From an optimization exercise on the open Yosys and OpenROAD flow, aimed at small area, a short achievable clock period and few clock cycles per item; shortcuts taken in it are not production practice.
At most, simulation tests tie the RTL to the original design; equivalence was not proved.
No activity file was given, so power comes from the tool's default toggle rates.

exp/lagoon:
Design barrier_basket_payoff, start of the top module:
module barrier_basket_payoff (
  input  wire          clk_i,
  input  wire          rst_ni,
  input  wire          cfg_we_i,
  input  wire  [1:0]   cfg_idx_i,
  input  wire  [15:0]  cfg_data_i,
  input  wire          s_axis_tvalid,
  output logic         s_axis_tready,
  input  wire  [127:0] s_axis_tdata,
  input  wire          s_axis_tuser,
  input  wire          s_axis_tlast,
  output logic         m_axis_tvalid,
  input  wire          m_axis_tready,
  output logic [31:0]  m_axis_tdata,
  output logic         m_axis_tuser
);
Size: roughly 1,800 flip-flops, roughly 190 I/O pins, about 0.065 mm² of cells after synthesis.
Settings: LEC_CHECK=0, ABC_CLOCK_PERIOD_IN_PS=2800, CAP_MARGIN=20, CORE_MARGIN=2, CORE_UTILIZATION=55, SETUP_SLACK_MARGIN=5, SLEW_MARGIN=20, TNS_END_PERCENT=100; clock period 8.5 ns.
standard.sh (not shown) runs the stock make flow with config.mk's settings and CLKGATE_MAP_FILE= SYNTH_SCRIPT=/design/flow/synth_recipe.tcl, a recipe that flattens the netlist after the stock synthesis.
==> flow/flow/run.sh <==
#!/bin/bash
set -euo pipefail
bash standard.sh SETUP_SLACK_MARGIN=5.6 finish > std_flow.log 2>&1
Testbench counts of exp/lagoon, summed over its fixed seeds: cycles 15,480, items 320.
Relative to exp/lagoon, the following input files were edited for exp/yarrow:
Settings: ABC_CLOCK_PERIOD_IN_PS: 2800 -> unset; TNS_END_PERCENT: 100 -> unset; CORE_UTILIZATION: 55 -> 40; SETUP_SLACK_MARGIN: 5 -> unset.
==> flow/run.sh (new file) <==
#!/bin/bash
# synth_recipe.tcl (not shown) runs the flow's synth.tcl, then flattens the netlist and writes it again
# the make line also repeats each setting of config.mk as NAME=value (left out here)
make -C /OpenROAD-flow-scripts/flow DESIGN_CONFIG=/design/flow/config.mk WORK_HOME=/design/flow/orfs CLKGATE_MAP_FILE= SYNTH_SCRIPT=/design/flow/synth_recipe.tcl finish
removed: flow/flow/run.sh
removed: flow/standard.sh
--- outcome ---
In exp/yarrow the implementation ran to completion but is not tape-out ready, as the final checks report antenna rules. exp/lagoon -> exp/yarrow: cell area after placement flat. Where worst-case vdd ir drop is concerned, exp/lagoon is outperformed by exp/yarrow. Final-layout clock buffer total, exp/yarrow vs exp/lagoon: up slightly. Of the two candidates, exp/lagoon has the worse routed wire length and exp/yarrow the better one. Source-to-sink clock delay at the later pin of the worst-skew pair: exp/lagoon vs exp/yarrow — no meaningful difference. [diff] total non-filler cell area in the finished layout, exp/yarrow relative to exp/lagoon: improvement. Against exp/lagoon, exp/yarrow comes in 810 ps higher on final period demand of the worst path. Cmp exp/yarrow vs exp/lagoon: sum of routed wire segments on met1 lower in exp/yarrow.
### exp/yarrow -> exp/ember
Settings: TNS_END_PERCENT now 100, previously not set; SETUP_SLACK_MARGIN now 5, previously not set; CORE_UTILIZATION now 55, was 40; ABC_CLOCK_PERIOD_IN_PS now 2800, previously not set.
[summary]
exp/ember closes out successfully: all stages finished, all timing, DRC and antenna checks passed. The flow completed for exp/yarrow, but it is not clean: the layout still shows antenna rules. Row combinational cell power: exp/ember higher / exp/yarrow lower. Core utilization: exp/ember higher than exp/yarrow. Relative to exp/yarrow, fraction of the cycle the final worst path needs has decreased by 9.9 points in exp/ember. exp/ember vs exp/yarrow — pin count of the biggest net entering global routing dropped by a few percent. [exp/ember] peak supply drop rose about 9% relative to exp/yarrow. [compare] base=exp/yarrow new=exp/ember: worst setup slack went up 840 ps; layout overhead on the synthesized area went up 0.67 points; total of cells resized after clock tree synthesis went up 106; switching power went down about 0.8%; starting density of the core went up 15 points.

Another version of the RTL of barrier_basket_payoff (not shown whole).
Size in the first run: ~66000 um^2 of cells after synthesis.
// barrier_basket_payoff
module barrier_basket_payoff (
  input  wire          clk_i,
  input  wire          rst_ni,
  input  wire          cfg_we_i,
  input  wire  [1:0]   cfg_idx_i,
  input  wire  [15:0]  cfg_data_i,
  input  wire          s_axis_tvalid,
  output logic         s_axis_tready,
  input  wire  [127:0] s_axis_tdata,
  input  wire          s_axis_tuser,
  input  wire          s_axis_tlast,
  output logic         m_axis_tvalid,
  input  wire          m_axis_tready,
  output logic [31:0]  m_axis_tdata,
  output logic         m_axis_tuser
);
  logic [15:0] strike_q;
  logic [9:0]  em1_q;      
  logic        ez_q;       
  logic [4:0]  acount_q;
  logic [10:0] cfg_t;
  assign cfg_t = cfg_data_i[10:0];
  always_ff @(posedge clk_i or negedge rst_ni) begin
    if (!rst_ni) begin
      strike_q <= 16'd0;
      em1_q    <= 10'd0;
      ez_q     <= 1'b0;
      acount_q <= 5'd1;
    end else if (cfg_we_i) begin
      case (cfg_idx_i)
        2'd0: strike_q <= cfg_data_i;
        2'd1: begin
          ez_q  <= (cfg_t == 11'd0);
          em1_q <= cfg_t[10] ? 10'h3FF : (cfg_t[9:0] - 10'd1);
        end
        2'd2: acount_q <= cfg_data_i[4:0];
        default: ;
      endcase
    end
  end
  logic        tready_q;
  logic [3:0]  ph_q;
  logic        pv_q;
  logic [3:0]  pa_q;
  logic [79:0] pd_q;
  logic [1:0]  pend_q;
  logic        out_v_q;
  logic        res_v_q;
  logic [3:0]  in_asset;
  logic [9:0]  in_step;
  logic        in_take, in_used, in_samp, in_load, in_ok, in_fin, in_res;
  ...
==> flow/config.mk <==
export PLATFORM = sky130hd
export DESIGN_NAME = barrier_basket_payoff
export DESIGN_NICKNAME = barrier_basket_payoff
export VERILOG_FILES = /design/flow/design.v
export SDC_FILE = /design/flow/constraint.sdc
export NUM_CORES = 4
export LEC_CHECK = 0
export CAP_MARGIN = 20
export CORE_MARGIN = 2
export CORE_UTILIZATION = 55
export CTS_BUF_LIST = sky130_fd_sc_hd__clkbuf_4 sky130_fd_sc_hd__clkbuf_8
export SETUP_SLACK_MARGIN = 5
export SLEW_MARGIN = 20
export TNS_END_PERCENT = 100
==> flow/constraint.sdc <==
create_clock -name core_clock -period 8.5 [get_ports {clk_i}]
set_input_delay 1.7000 -clock core_clock [delete_from_list [all_inputs] [get_ports {clk_i}]]
set_output_delay 1.7000 -clock core_clock [all_outputs]
set_load 0.01 [all_outputs]
==> flow/flow/run.sh <==
#!/bin/bash
set -euo pipefail
bash standard.sh SETUP_SLACK_MARGIN=5.4 finish > std_flow.log 2>&1
Rerun with:
- ABC_CLOCK_PERIOD_IN_PS: unset -> 2800
- CTS_BUF_LIST: sky130_fd_sc_hd__clkbuf_4 sky130_fd_sc_hd__clkbuf_8 -> unset
=> Via count decreases slightly. Maximum frequency increases slightly. Hold slack gets better by 0.024 ns. Wire length is about the same. Cell area barely changes. Utilization barely changes. Die area stays the same. Sequential power barely changes. Worst setup slack improves by 0.025 ns. Clock skew drops by 0.022 ns. Sequential share of layout area stays flat.
No run of this note included a check of the RTL's function; only the layout flow was run.

-- what the ideal ports hide --
The results above use ideal ports. As a check the final layouts listed here were re-extracted and re-timed, cells and wires unchanged.
Step 1 sets driving cells, clkbuf_16 on the clock port and buf_2 on the other inputs (assumed; they add their load-dependent delay and slew).
Step 2, shift: input delay + t, output delay - t, t = (earliest + latest rising clock arrival at the registers) / 2. This alone moves slack from input paths to output paths.
Three values: ideal, step 1, step 2; two values: the first two.
run	shift t [ns]	setup slack, ns	latest minus earliest clock arrival (ns)
exp/lagoon	0.845	5.082 / 5.082 / 4.766	0.080 / 0.081
exp/yarrow	0.861	4.273 / 4.273 / 4.184	0.075 / 0.075
exp/ember	0.847	5.110 / 5.034 / 4.374	0.061 / 0.061
the first run of note 2	1.028	4.951 / 4.876 / 4.537	0.073 / 0.072
the second run of note 2	0.879	4.977 / 4.977 / 4.658	0.051 / 0.051
The setup slack of exp/ember, which loses most, moves by -0.076 ns with the drivers and by -0.736 ns with both steps.
